Source: an optimization exercise on an open RTL-to-GDS flow (aim: small area, a short achievable clock period and few clock cycles per item). Production flows keep margins and buffers that such runs may drop.
RTL that was checked went through simulation tests only; none was proved equivalent to the original.
Power is estimated from default activity; no workload was simulated.

## scmcv_top
module scmcv_top (
   input  logic        clock,
   input  logic        reset,
   input  logic        start,
   output logic        busy,
   input  logic [1:0]  req_cmd,
   input  logic [15:0] req_target_cv,
   input  logic [3:0]  req_target_knob,
   input  logic [15:0] req_current_cv,
   input  logic [3:0]  req_current_knob,
   input  logic [15:0] req_morph_cv,
   input  logic [14:0] req_morph_knob,
   input  logic [15:0] req_type_buttons,
   input  logic [15:0] req_focus_mask,
   input  logic [3:0]  req_scene_slot,
   input  logic [3:0]  req_channel_slot,
   input  logic [14:0] req_write_value,
   output logic        rsp_strobe,
   output logic [3:0]  rsp_channel,
   output logic [15:0] rsp_cv_out,
   output logic        rsp_type_light,
   output logic        rsp_last,
   input  logic        psel,
   input  logic        penable,
   input  logic        pwrite,
   input  logic [2:0]  paddr,
   input  logic [31:0] pwdata,
   output logic [31:0] prdata,
   output logic        pready
);
Size: about 9,000 cells after synthesis, roughly 4,400 flip-flops, ~230 I/O pins, ~120,000 um2 of cells after synthesis.
==> flow/config.mk <==
export PLATFORM = sky130hd
export DESIGN_NAME = scmcv_top
export DESIGN_NICKNAME = scmcv_top
export VERILOG_FILES = /design/flow/design.v
export SDC_FILE = /design/flow/constraint.sdc
export NUM_CORES = 4
export LEC_CHECK = 0
export CAP_MARGIN = 20
export CORE_MARGIN = 2
export CORE_UTILIZATION = 35
export PLACE_DENSITY = 0.55
export SLEW_MARGIN = 20
export SYNTH_MEMORY_MAX_BITS = 16384
==> flow/constraint.sdc <==
create_clock -name core_clock -period 12.0 [get_ports {clock}]
set_input_delay 2.4000 -clock core_clock [delete_from_list [all_inputs] [get_ports {clock}]]
set_output_delay 2.4000 -clock core_clock [all_outputs]
set_load 0.01 [all_outputs]
standard.sh (not shown) runs the stock make flow with config.mk's settings and CLKGATE_MAP_FILE= SYNTH_SCRIPT=/design/flow/synth_recipe.tcl, a recipe that flattens the netlist after the stock synthesis.
==> flow/flow/run.sh <==
#!/bin/bash
# ORFS layout. Synthesis is the standard script with the adder-extraction step
# left out (ADDER_MAP_FILE empty), so ABC maps the adder logic itself. The layout
# steps run with a setup margin so timing repair keeps working below the period.
set -euo pipefail
bash standard.sh ADDER_MAP_FILE= synth > synth.log 2>&1
bash standard.sh SETUP_SLACK_MARGIN=8.0 finish > layout.log 2>&1
The starting point finished clean.
Then changed:
==> flow/flow/run.sh (replaced) <==
#!/bin/bash
# Standard ORFS layout, with repair_timing aiming below the design's period.
# Synthesis is the standard synthesis; the later steps are the standard
# steps with a setup margin (SETUP_SLACK_MARGIN) so that timing repair keeps
# working past the clock period's own target.
set -euo pipefail
MARGIN=$(cat flow/margin.txt)
bash standard.sh synth > synth.log 2>&1
bash standard.sh SETUP_SLACK_MARGIN=$MARGIN finish > layout.log 2>&1
==> flow/flow/margin.txt (new file) <==
8.0
What happened:
- routed wire length is lower by 5.4%
- synthesized cell count is lower by about 7%
- clock-buffer cell count is higher by 17
- critical path depth does not change
- worst hold slack improved by 0.014 ns
- sequential share of layout area is higher by 1.5 points
- combinational power is higher by 34%
- setup slack improved by 0.98 ns
Function was not checked in any run of this note: the RTL went through the layout flow alone.

========
scmcv_top, a different RTL version from the one above (not shown whole).
Size in the first run: roughly 10000 cells after synthesis, roughly 130000 um^2 of cells after synthesis.
==> flow/config.mk <==
export PLATFORM = sky130hd
export DESIGN_NAME = scmcv_top
export DESIGN_NICKNAME = scmcv_top
export VERILOG_FILES = /design/flow/design.v
export SDC_FILE = /design/flow/constraint.sdc
export NUM_CORES = 4
export LEC_CHECK = 0
export CAP_MARGIN = 20
export CORE_MARGIN = 2
export CORE_UTILIZATION = 35
export PLACE_DENSITY = 0.55
export SLEW_MARGIN = 20
export SYNTH_MEMORY_MAX_BITS = 16384
==> flow/constraint.sdc <==
create_clock -name core_clock -period 12.0 [get_ports {clock}]
set_input_delay 2.4000 -clock core_clock [delete_from_list [all_inputs] [get_ports {clock}]]
set_output_delay 2.4000 -clock core_clock [all_outputs]
set_load 0.01 [all_outputs]
==> flow/flow/run.sh <==
#!/bin/bash
# ORFS layout: the standard synthesis, then the standard steps with a setup
# margin (timing repair keeps working below the period) and larger clock-sink clusters.
set -euo pipefail
bash standard.sh synth > synth.log 2>&1
bash standard.sh SETUP_SLACK_MARGIN=8.3 CTS_BUF_LIST=sky130_fd_sc_hd__clkbuf_16 CTS_CLUSTER_SIZE=24 CTS_CLUSTER_DIAMETER=70 finish > layout.log 2>&1
The first run produced a clean layout.
Testbench counts at the start, summed over its fixed seeds: cycles 11,540, ticks 514.
Edit:
==> flow/flow/run.sh (replaced) <==
#!/bin/bash
# ORFS layout: the standard synthesis, then the standard steps with a setup
# margin (timing repair keeps working below the period) and larger clock-sink clusters.
set -euo pipefail
bash standard.sh synth > synth.log 2>&1
bash standard.sh SETUP_SLACK_MARGIN=8.3 CTS_BUF_LIST=sky130_fd_sc_hd__clkbuf_16 CTS_CLUSTER_SIZE=24 CTS_CLUSTER_DIAMETER=70 CORE_UTILIZATION=65 PLACE_DENSITY=0.80 finish > layout.log 2>&1
Final cell count goes down by 16%.
Area after synthesis stays the same.
Sequential power barely changes.
Power decreases by 1.0%.
Wire length shrinks by 6.4%.
Die area falls by 46%.
Worst hold slack hardly moves.
Critical path depth does not change.
Edit:
==> flow/flow/run.sh (replaced) <==
#!/bin/bash
# ORFS layout: the standard synthesis, then the standard steps with a setup
# margin (timing repair keeps working below the period) and larger clock-sink clusters.
set -euo pipefail
bash standard.sh synth > synth.log 2>&1
bash standard.sh SETUP_SLACK_MARGIN=8.3 CTS_BUF_LIST=sky130_fd_sc_hd__clkbuf_16 CTS_CLUSTER_SIZE=20 CTS_CLUSTER_DIAMETER=60 finish > layout.log 2>&1
Outcome: First-iteration DRC count came out lower by about 25%. Non-clock buffer count came out higher by 13. Via count came out lower by about 1.5%. Worst hold slack improved by 0.018 ns. Cell count came out higher by about 20%. Design area came out higher by about 4%. Setup slack got worse by 0.0063 ns. Clock skew is about the same. Clock-buffer cell count came out higher by 91. Critical path depth came out higher by 1. Sequential share of layout area came out lower by 2.6 points.

========
Another version of the RTL of scmcv_top (not shown whole).
Size in the first run: ~4700 flip-flops, about 230 I/O pins, roughly 140000 sq um of cells after synthesis.
export LEC_CHECK = 0
export CAP_MARGIN = 20
export CORE_MARGIN = 2
export CORE_UTILIZATION = 35
export PLACE_DENSITY = 0.55
export SLEW_MARGIN = 20
export SYNTH_MEMORY_MAX_BITS = 16384
create_clock -name core_clock -period 12.0 [get_ports {clock}]
==> flow/flow/run.sh <==
#!/bin/bash
# ORFS layout: the standard synthesis, then the standard steps with a setup
# margin (timing repair keeps working below the period) and larger clock-sink clusters.
set -euo pipefail
bash standard.sh synth > synth.log 2>&1
bash standard.sh SETUP_SLACK_MARGIN=8.3 CTS_BUF_LIST=sky130_fd_sc_hd__clkbuf_16 CTS_CLUSTER_SIZE=24 CTS_CLUSTER_DIAMETER=70 CORE_UTILIZATION=65 PLACE_DENSITY=0.80 finish > layout.log 2>&1
Testbench counts at the start, summed over its fixed seeds: cycles 11,540, ticks 514.
Rerun with:
==> flow/flow/run.sh (replaced) <==
#!/bin/bash
# ORFS layout with the standard synthesis, then the standard ORFS steps with:
#  - larger clock-sink clusters of clkbuf_16 for a smaller clock tree;
#  - a denser placement.
# Each step's full output goes to synth.log and layout.log here (and ORFS's own logs).
set -euo pipefail
bash standard.sh synth > synth.log 2>&1
bash standard.sh SETUP_SLACK_MARGIN=8.5 CTS_BUF_LIST=sky130_fd_sc_hd__clkbuf_16 CTS_CLUSTER_SIZE=24 CTS_CLUSTER_DIAMETER=70 CORE_UTILIZATION=55 PLACE_DENSITY=0.70 finish > layout.log 2>&1
Via count is lower by 1.6%.
First-iteration DRC count is lower by 12%.
Clock power is higher by about 0.8%.
Flip-flop and latch count stays the same.
Maximum frequency is lower by 1.3%.

========
scmcv_top again, from the RTL that the note above started with.
==> flow/config.mk <==
export PLATFORM = sky130hd
export DESIGN_NAME = scmcv_top
export DESIGN_NICKNAME = scmcv_top
export VERILOG_FILES = /design/flow/design.v
export SDC_FILE = /design/flow/constraint.sdc
export NUM_CORES = 4
export LEC_CHECK = 0
export CAP_MARGIN = 20
export CORE_MARGIN = 2
export CORE_UTILIZATION = 35
export PLACE_DENSITY = 0.55
export SLEW_MARGIN = 20
export SYNTH_MEMORY_MAX_BITS = 16384
==> flow/constraint.sdc <==
create_clock -name core_clock -period 12.0 [get_ports {clock}]
set_input_delay 2.4000 -clock core_clock [delete_from_list [all_inputs] [get_ports {clock}]]
set_output_delay 2.4000 -clock core_clock [all_outputs]
set_load 0.01 [all_outputs]
==> flow/flow/run.sh <==
#!/bin/bash
# ORFS layout with the standard synthesis, then the standard ORFS steps with:
#  - larger clock-sink clusters of clkbuf_16 for a smaller clock tree;
#  - a denser placement.
# Each step's full output goes to synth.log and layout.log here (and ORFS's own logs).
set -euo pipefail
bash standard.sh synth > synth.log 2>&1
bash standard.sh SETUP_SLACK_MARGIN=8.3 CTS_BUF_LIST=sky130_fd_sc_hd__clkbuf_16 CTS_CLUSTER_SIZE=24 CTS_CLUSTER_DIAMETER=70 CORE_UTILIZATION=55 PLACE_DENSITY=0.70 finish > layout.log 2>&1
Testbench counts at the start, summed over its fixed seeds: cycles 11,540, ticks 514.
Then changed:
==> flow/flow/run.sh (replaced) <==
#!/bin/bash
# ORFS layout: the standard synthesis, then the standard steps with a setup
# margin (timing repair keeps working below the period) and larger clock-sink clusters.
set -euo pipefail
bash standard.sh synth > synth.log 2>&1
bash standard.sh SETUP_SLACK_MARGIN=8.3 CTS_BUF_LIST=sky130_fd_sc_hd__clkbuf_16 CTS_CLUSTER_SIZE=24 CTS_CLUSTER_DIAMETER=70 CORE_UTILIZATION=55 PLACE_DENSITY=0.70 finish > layout.log 2>&1
The new run went through all stages and came out clean.
Flip-flop and latch count stays the same.
Worst hold slack is unchanged.
Die area is unchanged.
Via count does not change.
Design area is unchanged.

========
Another version of the RTL of scmcv_top (not shown whole).
Size in the first run: about 10000 cells after synthesis, about 4700 flip-flops, about 230 I/O pins.
clock: 12.0 ns
lec_check: 0
cap_margin: 20
core_margin: 2
core_utilization: 35
place_density: 0.55
slew_margin: 20
synth_memory_max_bits: 16384
==> flow/flow/run.sh <==
#!/bin/bash
# ORFS layout: the standard synthesis, then the standard steps with a setup
# margin (timing repair keeps working below the period) and larger clock-sink clusters.
set -euo pipefail
bash standard.sh synth > synth.log 2>&1
bash standard.sh SETUP_SLACK_MARGIN=8.3 CTS_BUF_LIST=sky130_fd_sc_hd__clkbuf_16 CTS_CLUSTER_SIZE=20 CTS_CLUSTER_DIAMETER=60 finish > layout.log 2>&1
Edit:
==> flow/flow/run.sh (replaced) <==
#!/bin/bash
# ORFS layout: the standard synthesis, then the standard steps with a setup
# margin (timing repair keeps working below the period) and larger clock-sink clusters.
set -euo pipefail
bash standard.sh synth > synth.log 2>&1
bash standard.sh SETUP_SLACK_MARGIN=8.7 CTS_BUF_LIST=sky130_fd_sc_hd__clkbuf_16 CTS_CLUSTER_SIZE=20 CTS_CLUSTER_DIAMETER=60 finish > layout.log 2>&1
Result: The changed run produced a clean layout. Power climbs slightly. Cell count rises slightly. Final area climbs slightly. Clock power is about the same. Non-clock buffer count went up by 119. Hold slack is worse by 0.024 ns. Die area stays the same. Via count grows slightly. Worst setup slack is worse by 0.0040 ns. Sequential power stays flat.
Function was not checked in any run of this note: the RTL went through the layout flow alone.

========
Another version of the RTL of scmcv_top (not shown whole).
Size: roughly 10000 cells after synthesis, about 4700 flip-flops, about 140000 sq um of cells after synthesis.
export LEC_CHECK = 0
export CAP_MARGIN = 20
export CORE_MARGIN = 2
export CORE_UTILIZATION = 35
export PLACE_DENSITY = 0.55
export SLEW_MARGIN = 20
export SYNTH_MEMORY_MAX_BITS = 16384
create_clock -name core_clock -period 12.0 [get_ports {clock}]
==> flow/flow/run.sh <==
#!/bin/bash
# ORFS layout: the standard synthesis, then the standard steps with a setup
# margin (timing repair keeps working below the period) and larger clock-sink clusters.
set -euo pipefail
bash standard.sh synth > synth.log 2>&1
bash standard.sh SETUP_SLACK_MARGIN=8.3 CTS_BUF_LIST=sky130_fd_sc_hd__clkbuf_16 CTS_CLUSTER_SIZE=24 CTS_CLUSTER_DIAMETER=70 CORE_UTILIZATION=55 PLACE_DENSITY=0.70 finish > layout.log 2>&1
==> next run, changes <==
==> flow/flow/run.sh (replaced) <==
#!/bin/bash
# ORFS layout: the standard synthesis, then the standard steps with a setup
# margin (timing repair keeps working below the period) and larger clock-sink clusters.
set -euo pipefail
bash standard.sh synth > synth.log 2>&1
bash standard.sh SETUP_SLACK_MARGIN=8.3 CTS_BUF_LIST=sky130_fd_sc_hd__clkbuf_16 CTS_CLUSTER_SIZE=24 CTS_CLUSTER_DIAMETER=70 CORE_UTILIZATION=65 PLACE_DENSITY=0.80 finish > layout.log 2>&1
Non-clock buffer count climbs by 38.
Synthesized area is unchanged.
Total power drops by 0.33%.
Sequential cell count does not change.
Wire length climbs by 1.1%.
Worst setup slack improved by 0.035 ns.
Count of clock-buffer cells in the layout drops by 5.
Core utilization climbs by 11 points.
Function was not checked in any run of this note: the RTL went through the layout flow alone.

separate check: timing with driven ports:
The flow's constraints put no driver on any port. The routed layouts listed below were extracted and timed again, unchanged, in two steps. Step 1 sets driving cells, clkbuf_16 on the clock port and buf_2 on the other inputs (assumed; they add their load-dependent delay and slew). Step 2 adds t to the input delays and takes it off the output delays; t is the mean of the earliest and latest rising clock arrival at the registers after step 1. Input paths then give back, and output paths get back, about the clock's delay inside the block. Three values: ideal, step 1, step 2; two values: the first two.
| run | shift t [ns] | setup WS [ns] | clock arrival spread, ns |
|---|---|---|---|
| the first run of note 1 | 1.021 | 5.782 / 5.855 / 4.834 | 0.105 / 0.106 |
| the second run of note 1 | 0.975 | 6.761 / 6.761 / 6.761 | 0.092 / 0.092 |
| the first run of note 2 | 1.024 | 8.046 / 8.046 / 7.382 | 0.092 / 0.093 |
| the second run of note 2 | 0.991 | 8.097 / 8.035 / 7.474 | 0.069 / 0.070 |
| the third run of note 2 | 0.992 | 8.091 / 8.091 / 7.411 | 0.085 / 0.085 |
| the first run of note 3 | 1.006 | 8.232 / 8.135 / 7.375 | 0.089 / 0.089 |
| the second run of note 3 | 1.024 | 8.184 / 8.099 / 7.428 | 0.096 / 0.097 |
| the first run of note 4 | 1.000 | 8.253 / 8.151 / 7.444 | 0.101 / 0.101 |
| the second run of note 4 | 1.000 | 8.253 / 8.151 / 7.444 | 0.101 / 0.101 |
| the first run of note 5 | 1.000 | 8.083 / 8.087 / 7.112 | 0.108 / 0.109 |
| the second run of note 5 | 1.010 | 8.079 / 8.072 / 7.062 | 0.095 / 0.096 |
| the first run of note 6 | 1.024 | 8.110 / 7.994 / 7.421 | 0.096 / 0.097 |
| the second run of note 6 | 0.990 | 8.145 / 8.050 / 7.426 | 0.106 / 0.106 |
After both steps setup and hold are still met in every run listed. For the second run of note 5, which loses most, drivers alone change the setup slack by -0.007 ns; drivers and shift together by -1.017 ns.
